Source: an optimization exercise on an open RTL-to-GDS flow (aim: a short achievable clock period and few clock cycles). Production flows keep margins and buffers that such runs may drop.
Function was checked by simulation only, so behaviour that the tests miss may differ from the original.
No activity file was given, so power comes from the tool's default toggle rates.

==> design/flow/design.v <==
package mips_pkg;
   localparam int DATA_W     = 32;
   localparam int REG_ADDR_W = 5;
   typedef logic [DATA_W-1:0]     word_t;
   typedef logic [REG_ADDR_W-1:0] reg_addr_t;
   typedef logic [15:0]           imm_t;
   typedef enum logic [5:0] {
      OP_RTYPE = 6'h00,
      OP_BEQ   = 6'h04,
      OP_BNE   = 6'h05,
      OP_ADDI  = 6'h08,
      OP_LW    = 6'h23,
      OP_SW    = 6'h2b
   } opcode_t;
   typedef enum logic [5:0] {
      F_ADD = 6'h20,
      F_SUB = 6'h22,
      F_AND = 6'h24,
      F_OR  = 6'h25,
      F_SLT = 6'h2a
   } funct_t;
   typedef enum logic [2:0] {
      ALU_ADD = 3'd0,
      ALU_SUB = 3'd1,
      ALU_AND = 3'd2,
      ALU_OR  = 3'd3,
      ALU_SLT = 3'd4
   } alu_op_t;
   typedef enum logic [1:0] {
      BR_NONE = 2'd0,
      BR_EQ   = 2'd1,
      BR_NE   = 2'd2
   } branch_t;
endpackage
`timescale 1ns/1ns
module mips_fetch #(
   parameter int IMEM_WORDS = 64
) (
   input  logic                          clk,
   input  logic                          arst_n,
   input  logic                          stall,
   input  logic                          branch_taken,
   input  mips_pkg::word_t               branch_target,
   input  logic                          imem_we,
   input  logic [$clog2(IMEM_WORDS)-1:0] imem_addr,
   input  mips_pkg::word_t               imem_wdata,
   output mips_pkg::word_t               pc,
   output mips_pkg::word_t               if_instr,
   output mips_pkg::word_t               if_pc4
);
   localparam int IDX_W = $clog2(IMEM_WORDS);
   mips_pkg::word_t  imem [IMEM_WORDS];
   mips_pkg::word_t  pc4;
   logic [IDX_W-1:0] pc_idx;
   assign pc_idx = pc[IDX_W+1:2];
   assign pc4    = pc + 32'd4;
   always_ff @(posedge clk) begin
      if (imem_we) begin
         imem[imem_addr] <= imem_wdata;
      end
   end
   always_ff @(posedge clk or negedge arst_n) begin
      if (!arst_n) begin
         pc       <= '0;
         if_instr <= '0;
      end else if (branch_taken) begin
         pc       <= branch_target;
         if_instr <= '0;
      end else if (!stall) begin
         pc       <= pc4;
         if_instr <= imem[pc_idx];
      end
   end
   always_ff @(posedge clk) begin
      if (!stall) begin
         if_pc4 <= pc4;
      end
   end
endmodule
`timescale 1ns/1ns
module mips_regfile (
   input  logic                clk,
   input  logic                arst_n,
   input  mips_pkg::reg_addr_t rs,
   input  mips_pkg::reg_addr_t rt,
   input  logic                rf_we,
   input  mips_pkg::reg_addr_t rf_waddr,
   input  mips_pkg::word_t     rf_wdata,
   output mips_pkg::word_t     rs_data,
   output mips_pkg::word_t     rt_data
);
   mips_pkg::word_t regs [32];
   always_ff @(posedge clk or negedge arst_n) begin
      if (!arst_n) begin
         for (int i = 0; i < 32; i++) begin
            regs[i] <= '0;
         end
      end else if (rf_we) begin
         regs[rf_waddr] <= rf_wdata;
      end
   end
   assign rs_data = (rs == '0) ? '0 :
                    (rf_we && rf_waddr == rs) ? rf_wdata : regs[rs];
   assign rt_data = (rt == '0) ? '0 :
                    (rf_we && rf_waddr == rt) ? rf_wdata : regs[rt];
endmodule
`timescale 1ns/1ns
module mips_decode (
   input  logic                clk,
   input  logic                arst_n,
   input  mips_pkg::word_t     if_instr,
   input  mips_pkg::word_t     if_pc4,
   input  mips_pkg::word_t     rs_data,
   input  mips_pkg::word_t     rt_data,
   input  logic                ex_mem_read,
   input  mips_pkg::reg_addr_t ex_dest,
   input  logic                branch_taken,
   output logic                stall,
   output mips_pkg::reg_addr_t rs,
   output mips_pkg::reg_addr_t rt,
   output mips_pkg::reg_addr_t id_rs,
   output mips_pkg::reg_addr_t id_rt,
   output mips_pkg::reg_addr_t id_dest,
   output mips_pkg::word_t     id_rs_data,
   output mips_pkg::word_t     id_rt_data,
   output mips_pkg::word_t     id_imm_ext,
   output mips_pkg::word_t     id_branch_target,
   output mips_pkg::alu_op_t   id_alu_op,
   output logic                id_use_imm,
   output logic                id_mem_read,
   output logic                id_mem_write,
   output logic                id_reg_write,
   output mips_pkg::branch_t   id_branch
);
   mips_pkg::opcode_t   opcode;
   mips_pkg::funct_t    funct;
   mips_pkg::reg_addr_t rd;
   mips_pkg::imm_t      imm;
   mips_pkg::word_t     imm_ext;
   mips_pkg::reg_addr_t dest;
   mips_pkg::alu_op_t   alu_op;
   mips_pkg::branch_t   branch;
   logic                use_imm;
   logic                mem_read;
   logic                mem_write;
   logic                reg_write;
   logic                dest_is_rd;
   assign opcode  = mips_pkg::opcode_t'(if_instr[31:26]);
   assign rs      = if_instr[25:21];
   assign rt      = if_instr[20:16];
   assign rd      = if_instr[15:11];
   assign funct   = mips_pkg::funct_t'(if_instr[5:0]);
   assign imm     = if_instr[15:0];
   assign imm_ext = {{16{imm[15]}}, imm};
   always_comb begin
      alu_op     = mips_pkg::ALU_ADD;
      branch     = mips_pkg::BR_NONE;
      use_imm    = 1'b0;
      mem_read   = 1'b0;
      mem_write  = 1'b0;
      reg_write  = 1'b0;
      dest_is_rd = 1'b0;
      case (opcode)
         mips_pkg::OP_RTYPE: begin
            dest_is_rd = 1'b1;
            reg_write  = 1'b1;
            case (funct)
               mips_pkg::F_ADD: alu_op = mips_pkg::ALU_ADD;
               mips_pkg::F_SUB: alu_op = mips_pkg::ALU_SUB;
               mips_pkg::F_AND: alu_op = mips_pkg::ALU_AND;
               mips_pkg::F_OR:  alu_op = mips_pkg::ALU_OR;
               mips_pkg::F_SLT: alu_op = mips_pkg::ALU_SLT;
               default:         reg_write = 1'b0;
            endcase
         end
         mips_pkg::OP_ADDI: begin
            use_imm   = 1'b1;
            reg_write = 1'b1;
         end
         mips_pkg::OP_LW: begin
            use_imm   = 1'b1;
            mem_read  = 1'b1;
            reg_write = 1'b1;
         end
         mips_pkg::OP_SW: begin
            use_imm   = 1'b1;
            mem_write = 1'b1;
         end
         mips_pkg::OP_BEQ: begin
            alu_op = mips_pkg::ALU_SUB;
            branch = mips_pkg::BR_EQ;
         end
         mips_pkg::OP_BNE: begin
            alu_op = mips_pkg::ALU_SUB;
            branch = mips_pkg::BR_NE;
         end
         default: ;
      endcase
   end
   assign dest = dest_is_rd ? rd : rt;
   assign stall = ex_mem_read && (ex_dest == rs || ex_dest == rt);
   always_ff @(posedge clk or negedge arst_n) begin
      if (!arst_n) begin
         id_mem_read  <= 1'b0;
         id_mem_write <= 1'b0;
         id_reg_write <= 1'b0;
         id_branch    <= mips_pkg::BR_NONE;
      end else if (stall || branch_taken) begin
         id_mem_read  <= 1'b0;
         id_mem_write <= 1'b0;
         id_reg_write <= 1'b0;
         id_branch    <= mips_pkg::BR_NONE;
      end else begin
         id_mem_read  <= mem_read;
         id_mem_write <= mem_write;
         id_reg_write <= reg_write && (dest != '0);
         id_branch    <= branch;
      end
   end
   always_ff @(posedge clk) begin
      id_rs            <= rs;
      id_rt            <= rt;
      id_dest          <= dest;
      id_rs_data       <= rs_data;
      id_rt_data       <= rt_data;
      id_imm_ext       <= imm_ext;
      id_branch_target <= if_pc4 + {imm_ext[29:0], 2'b00};
      id_alu_op        <= alu_op;
      id_use_imm       <= use_imm;
   end
endmodule
`timescale 1ns/1ns
module mips_execute (
   input  logic                clk,
   input  logic                arst_n,
   input  mips_pkg::reg_addr_t id_rs,
   input  mips_pkg::reg_addr_t id_rt,
   input  mips_pkg::reg_addr_t id_dest,
   input  mips_pkg::word_t     id_rs_data,
   input  mips_pkg::word_t     id_rt_data,
   input  mips_pkg::word_t     id_imm_ext,
   input  mips_pkg::word_t     id_branch_target,
   input  mips_pkg::alu_op_t   id_alu_op,
   input  logic                id_use_imm,
   input  logic                id_mem_read,
   input  logic                id_mem_write,
   input  logic                id_reg_write,
   input  mips_pkg::branch_t   id_branch,
   input  logic                branch_taken,
   input  logic                rf_we,
   input  mips_pkg::reg_addr_t rf_waddr,
   input  mips_pkg::word_t     rf_wdata,
   output logic                ex_mem_read,
   output mips_pkg::reg_addr_t ex_dest,
   output mips_pkg::word_t     mem_alu_result,
   output mips_pkg::word_t     mem_store_data,
   output mips_pkg::reg_addr_t mem_dest,
   output logic                mem_reg_write,
   output logic                mem_mem_read,
   output logic                mem_mem_write,
   output mips_pkg::branch_t   mem_branch,
   output logic                mem_zero,
   output mips_pkg::word_t     mem_branch_target
);
   mips_pkg::word_t op_a;
   mips_pkg::word_t op_rt;
   mips_pkg::word_t op_b;
   mips_pkg::word_t alu_result;
   assign ex_mem_read = id_mem_read;
   assign ex_dest     = id_dest;
   assign op_a = (mem_reg_write && mem_dest == id_rs) ? mem_alu_result :
                 (rf_we && rf_waddr == id_rs) ? rf_wdata : id_rs_data;
   assign op_rt = (mem_reg_write && mem_dest == id_rt) ? mem_alu_result :
                  (rf_we && rf_waddr == id_rt) ? rf_wdata : id_rt_data;
   assign op_b = id_use_imm ? id_imm_ext : op_rt;
   always_comb begin
      case (id_alu_op)
         mips_pkg::ALU_SUB: alu_result = op_a - op_b;
         mips_pkg::ALU_AND: alu_result = op_a & op_b;
         mips_pkg::ALU_OR:  alu_result = op_a | op_b;
         mips_pkg::ALU_SLT: alu_result = {31'd0, $signed(op_a) < $signed(op_b)};
         default:           alu_result = op_a + op_b;
      endcase
   end
   always_ff @(posedge clk or negedge arst_n) begin
      if (!arst_n) begin
         mem_reg_write <= 1'b0;
         mem_mem_read  <= 1'b0;
         mem_mem_write <= 1'b0;
         mem_branch    <= mips_pkg::BR_NONE;
      end else if (branch_taken) begin
         mem_reg_write <= 1'b0;
         mem_mem_read  <= 1'b0;
         mem_mem_write <= 1'b0;
         mem_branch    <= mips_pkg::BR_NONE;
      end else begin
         mem_reg_write <= id_reg_write;
         mem_mem_read  <= id_mem_read;
         mem_mem_write <= id_mem_write;
         mem_branch    <= id_branch;
      end
   end
   always_ff @(posedge clk) begin
      mem_alu_result    <= alu_result;
      mem_store_data    <= op_rt;
      mem_dest          <= id_dest;
      mem_zero          <= (alu_result == '0);
      mem_branch_target <= id_branch_target;
   end
endmodule
`timescale 1ns/1ns
module mips_memory #(
   parameter int DMEM_WORDS = 32
) (
   input  logic                clk,
   input  logic                arst_n,
   input  mips_pkg::word_t     mem_alu_result,
   input  mips_pkg::word_t     mem_store_data,
   input  mips_pkg::reg_addr_t mem_dest,
   input  logic                mem_reg_write,
   input  logic                mem_mem_read,
   input  logic                mem_mem_write,
   input  mips_pkg::branch_t   mem_branch,
   input  logic                mem_zero,
   input  mips_pkg::word_t     mem_branch_target,
   output logic                branch_taken,
   output mips_pkg::word_t     branch_target,
   output logic                rf_we,
   output mips_pkg::reg_addr_t rf_waddr,
   output mips_pkg::word_t     rf_wdata,
   output logic                wb_en,
   output mips_pkg::reg_addr_t wb_reg,
   output mips_pkg::word_t     wb_data
);
   localparam int IDX_W = $clog2(DMEM_WORDS);
   mips_pkg::word_t  dmem [DMEM_WORDS];
   logic [IDX_W-1:0] dmem_idx;
   mips_pkg::word_t  load_data;
   mips_pkg::word_t  wb_alu;
   mips_pkg::word_t  wb_load;
   logic             wb_is_load;
   assign dmem_idx  = mem_alu_result[IDX_W+1:2];
   assign load_data = dmem[dmem_idx];
   always_ff @(posedge clk or negedge arst_n) begin
      if (!arst_n) begin
         for (int i = 0; i < DMEM_WORDS; i++) begin
            dmem[i] <= '0;
         end
      end else if (mem_mem_write) begin
         dmem[dmem_idx] <= mem_store_data;
      end
   end
   assign branch_taken  = (mem_branch == mips_pkg::BR_EQ && mem_zero) ||
                          (mem_branch == mips_pkg::BR_NE && !mem_zero);
   assign branch_target = mem_branch_target;
   always_ff @(posedge clk or negedge arst_n) begin
      if (!arst_n) begin
         rf_we <= 1'b0;
      end else begin
         rf_we <= mem_reg_write;
      end
   end
   always_ff @(posedge clk) begin
      rf_waddr   <= mem_dest;
      wb_alu     <= mem_alu_result;
      wb_load    <= load_data;
      wb_is_load <= mem_mem_read;
   end
   assign rf_wdata = wb_is_load ? wb_load : wb_alu;
   assign wb_en   = rf_we;
   assign wb_reg  = rf_waddr;
   assign wb_data = rf_wdata;
endmodule
`timescale 1ns/1ns
module mips_cpu #(
   parameter int IMEM_WORDS = 64,
   parameter int DMEM_WORDS = 32
) (
   input  logic                          clk,
   input  logic                          arst_n,
   input  logic                          imem_we,
   input  logic [$clog2(IMEM_WORDS)-1:0] imem_addr,
   input  mips_pkg::word_t               imem_wdata,
   output logic                          wb_en,
   output mips_pkg::reg_addr_t           wb_reg,
   output mips_pkg::word_t               wb_data
);
   mips_pkg::word_t     pc;
   mips_pkg::word_t     if_instr;
   mips_pkg::word_t     if_pc4;
   logic                stall;
   logic                branch_taken;
   mips_pkg::word_t     branch_target;
   mips_pkg::reg_addr_t rs;
   mips_pkg::reg_addr_t rt;
   mips_pkg::word_t     rs_data;
   mips_pkg::word_t     rt_data;
   logic                rf_we;
   mips_pkg::reg_addr_t rf_waddr;
   mips_pkg::word_t     rf_wdata;
   mips_pkg::reg_addr_t id_rs;
   mips_pkg::reg_addr_t id_rt;
   mips_pkg::reg_addr_t id_dest;
   mips_pkg::word_t     id_rs_data;
   mips_pkg::word_t     id_rt_data;
   mips_pkg::word_t     id_imm_ext;
   mips_pkg::word_t     id_branch_target;
   mips_pkg::alu_op_t   id_alu_op;
   logic                id_use_imm;
   logic                id_mem_read;
   logic                id_mem_write;
   logic                id_reg_write;
   mips_pkg::branch_t   id_branch;
   logic                ex_mem_read;
   mips_pkg::reg_addr_t ex_dest;
   mips_pkg::word_t     mem_alu_result;
   mips_pkg::word_t     mem_store_data;
   mips_pkg::reg_addr_t mem_dest;
   logic                mem_reg_write;
   logic                mem_mem_read;
   logic                mem_mem_write;
   mips_pkg::branch_t   mem_branch;
   logic                mem_zero;
   mips_pkg::word_t     mem_branch_target;
   mips_fetch #(.IMEM_WORDS(IMEM_WORDS)) mips_fetch_inst (.*);
   mips_regfile mips_regfile_inst (.*);
   mips_decode mips_decode_inst (.*);
   mips_execute mips_execute_inst (.*);
   mips_memory #(.DMEM_WORDS(DMEM_WORDS)) mips_memory_inst (.*);
endmodule
==> design/flow/run.sh <==
#!/bin/bash
# synth_recipe.tcl (not shown) runs the flow's synth.tcl, then flattens the netlist and writes it again
# the make line also repeats each setting of config.mk as NAME=value (left out here)
make -C /OpenROAD-flow-scripts/flow DESIGN_CONFIG=/design/flow/config.mk WORK_HOME=/design/flow/orfs CLKGATE_MAP_FILE= SYNTH_SCRIPT=/design/flow/synth_recipe.tcl finish
==> design/flow/config.mk <==
export PLATFORM = sky130hd
export DESIGN_NAME = mips_cpu
export DESIGN_NICKNAME = mips_cpu
export VERILOG_FILES = /design/flow/design.v
export SDC_FILE = /design/flow/constraint.sdc
export NUM_CORES = 8
export LEC_CHECK = 0
export CAP_MARGIN = 20
export CORE_MARGIN = 2
export CORE_UTILIZATION = 55
export PLACE_DENSITY = 0.65
export SLEW_MARGIN = 20
==> design/flow/constraint.sdc <==
create_clock -name core_clock -period 9.0 [get_ports {clk}]
set_input_delay 1.8000 -clock core_clock [delete_from_list [all_inputs] [get_ports {clk}]]
set_output_delay 1.8000 -clock core_clock [all_outputs]
set_load 0.01 [all_outputs]
==> metrics.csv <==
metric;value;unit
status;finished clean;
yosys.area.top_type;edfxtp_1;
grt_pass1_vias;122966;
worstHoldStart;mips_decode_inst.id_branch_target[2];
cts-root-buf;clkbuf_16;
grt_max_degree;178;
fin_nets;12931;
num_io_pins;79;
slew_headroom;0.125;
worst_pin_slew;1300;ps
numCtsBuffers;443;
place_congestion;0.954;
grt-ovfl-total;0;
clock_path_buffers;4;
postSynthAreaPerCell;14.1;sq um
power.density;293;nW/um^2
netlist_area;183000;sq um
period_needed;7520;ps
path_clk_slew;70;ps
worstPathRequired;9900;ps
multiInputGateArea;62100;sq um
final_common_cell;dfrtp_1;
die_h;581;um
area_growth_syn_to_layout;12.0;%
fillers;24401;
ys_warn_count;7;
drt-total-wl;633000;um
max_freq;133;MHz
synthTopCellsByArea;edfxtp_1, dfrtp_1, mux4_2, mux2_2, a22oi_1;
dieArea;337000;sq um
setup_tns;0;ps
timing.final.crit_share;0.836;
synth_edf_count;2054;
fin_ws;1480;ps
placement.io_buffers;78;
power;60.2;mW
place_ws;1850;ps
ant_nets;0;
htreeDepth;5;
hold_buffers;0;
drc;0;
hpwl;357000;um
cp.arrival;8420;ps
netlist.area_leader.share;0.337;
skew;58.0;ps
wl_per_cell;36.1;um
mostFrequentLayoutCells;dfrtp_1, edfxtp_1, mux2_2;
crit_path_max_fanout;34;
drv_slew;0;
cts.sinks;4370;
yosysSeqAreaShare;0.647;
start_util;0.553;
grt_pass1_wl;901000;um
antenna_found_initial;36;
synthArstFlopShare;0.473;
drtPass1Iterations;14;
reg2reg_to;mips_execute_inst.mem_zero;
finalHoldViolations;0;
rr_worst_depth;18;
post_cts_resized;0;
core;331000;sq um
viasPerCell;7.08;
rows;211;
rsz0062_at_grt;false;
postSynthCellCount;13002;
setup_viol;0;
drv_cap;0;
layout-drive-gt1-share;0.234;
critPathLaunchType;register;
holdPathStages;0;
synthDistinctLibCells;82;
criticalPathCategory;reg2reg;
cts_tree;yes;
fin_util;0.620;
power_leakage;80.7;nW
worstHoldPathType;reg2reg;
vdd_drop_max;0.342;mV
post_cts_buffers;0;
chipWidth;581;um
ys.flop_type;dfrtp_1;
ff2ff_setup_slack;1480;ps
worstHoldEndpoint;mips_execute_inst.mem_branch_target[2];
dr_total_vias;124272;
ys_ff_latch;4370;
r2r_start;mips_memory_inst.wb_is_load;
synth_nets;13148;
seq_area;118000;sq um
insertion_delay;1030;ps
grt_usage;0.371;
end_kind;register;
first_iter_violations;18252;
-- per-layer routing --
metal / part of all wire / GRT usage
met5: 0.00061 / 0.000850
met4: 0.062 / 0.180
met3: 0.12 / 0.107
met2: 0.44 / 0.553
met1: 0.38 / 0.504
-- layout make-up --
| cell class | instances | share of cell area |
|---|---|---|
| flip-flops and latches | 4370 | 0.578 |
| well taps | 4366 | 0.0266 |
| diodes | 15 | 0.000183 |
| inverters | 135 | 0.00247 |
| multi-input cells | 7410 | 0.303 |
| clock buffers | 610 | 0.0611 |
| clock inverters | 211 | 0.0106 |
| repair buffers | 425 | 0.0185 |
-- worst max-delay path, cell delays in order, from the launching register on --
cell and delay [ps]:
dfxtp_4 600, buf_4 710, mux2i_4 1060, nand2_1 100
o21ai_0 120, o21ai_0 140, mux2i_1 290, ha_1 390
nand2_1 150, or3_1 390, a21o_1 210, a211oi_1 530
o21ai_0 370, o41ai_1 990, mux2i_1 340, o2111ai_1 160
nor4_1 420, nand4bb_1 260, nor4_2 180
-- synthesized netlist by cell type, types with 9 or more instances --
| cell | count |
|---|---|
| o211ai_1 | 20 |
| nand3_1 | 140 |
| dfxtp_1 | 251 |
| inv_1 | 134 |
| o21a_1 | 12 |
| a222oi_1 | 96 |
| nor2b_1 | 28 |
| and2_1 | 18 |
| nand3b_1 | 14 |
| xnor2_1 | 27 |
| a31oi_1 | 12 |
| and3_1 | 12 |
| a22oi_1 | 821 |
| dfrtp_1 | 2065 |
| a21oi_1 | 841 |
| a211oi_1 | 18 |
| buf_1 | 190 |
| nor3_1 | 141 |
| nor2_1 | 1029 |
| edfxtp_1 | 2054 |
| nor4_1 | 70 |
| nand2_1 | 703 |
| a221oi_1 | 223 |
| a32o_1 | 33 |
| o22ai_1 | 11 |
| a21o_1 | 24 |
| mux4_2 | 672 |
| nand2b_1 | 37 |
| nand4_1 | 239 |
| mux2i_1 | 58 |
| a22o_1 | 218 |
| or2_2 | 9 |
| ha_1 | 102 |
| o21ai_0 | 580 |
| xor2_1 | 40 |
| clkbuf_1 | 891 |
| or3_1 | 12 |
| mux2_2 | 1033 |
-- sequential cells by signal, indices dropped and copies added (netlist names), 3 cells and up --
signal	count
mips_decode_inst.id_alu_op	3
mips_decode_inst.id_branch_target	6
mips_decode_inst.id_dest	5
mips_decode_inst.id_imm_ext	16
mips_decode_inst.id_rs	5
mips_decode_inst.id_rs_data	32
mips_decode_inst.id_rt	5
mips_decode_inst.id_rt_data	32
mips_execute_inst.mem_alu_result	32
mips_execute_inst.mem_branch_target	6
mips_execute_inst.mem_dest	5
mips_execute_inst.mem_store_data	32
mips_fetch_inst.if_instr	32
mips_fetch_inst.if_pc4	6
mips_fetch_inst.imem	2048
mips_fetch_inst.pc	6
mips_memory_inst.dmem	1024
mips_memory_inst.rf_waddr	5
mips_memory_inst.wb_alu	32
mips_memory_inst.wb_load	32
mips_regfile_inst.regs	992
-- per-stage QoR --
step | hold WS, ps | area, sq um | std cells
after global placement | 314 | 190000 | 16689
final | 334 | 205000 | 17542
after global routing | 334 | 205000 | 17532
after detailed placement | 317 | 190000 | 16692
after CTS | 335 | 205000 | 17513
after floorplan | 310 | 183000 | 13002
-- power breakdown --
group	switching [mW]	leakage [nW]	internal (mW)	total, mW
Sequential	2.06	49.2	22.8	24.8
Clock	7.95	7.22	10.8	18.7
Combinational	10.4	24.3	6.20	16.6
Total	20.4	80.7	39.7	60.2
-- cells by family (layout without fill, tap and decap cells) --
family	count (synthesis)	count (layout)	share of synthesized area
buffers and inverters	1222	1381	0.0252
XOR/XNOR	67	67	0.00321
AND/OR/NAND/NOR	2488	2488	0.0600
multiplexers	1763	1763	0.149
other	0	15	0
flip-flops	4370	4370	0.647
adder cells (fa/ha/maj)	106	106	0.00735
AO/OA/AOI/OAI	2986	2986	0.108
-- worst max path at each step --
stage	startpoint	end	depth (start not counted)
global route	mips_memory_inst.rf_waddr[3]	mips_execute_inst.mem_zero	19
global placement	mips_memory_inst.wb_is_load	mips_execute_inst.mem_zero	18
finish	mips_memory_inst.wb_is_load	mips_execute_inst.mem_zero	18
floorplan	imem_addr[4]	mips_fetch_inst.imem[48][0]	4
CTS	mips_memory_inst.wb_is_load	mips_execute_inst.mem_zero	18
detailed placement	mips_memory_inst.wb_is_load	mips_execute_inst.mem_zero	18
Testbench counts, summed over its fixed seeds: cycles 70,634.

==> afterwards: timing with drivers on the ports <==
No port has a modelled driver above. Below, the same layout with a new extraction and two added sets of constraints. Step 1 sets driving cells, clkbuf_16 on the clock port and buf_2 on the other inputs (assumed; they add their load-dependent delay and slew). Step 2 times the ports against the registers' clock, not the clock port: input delays grow and output delays shrink by t, the midpoint of the rising clock arrivals with the driver on. Slacks: ideal / step 1 / step 2; pairs: ideal / step 1.
t, ns: 1.108
slack for setup (ns): 1.479 / 1.479 / 1.479
worst setup path at the end: register to register
latest minus earliest clock arrival (ns): 0.063 / 0.063
After both steps this run still meets setup and hold. For this run, drivers alone change the setup slack by 0.000 ns; drivers and shift together by 0.000 ns.
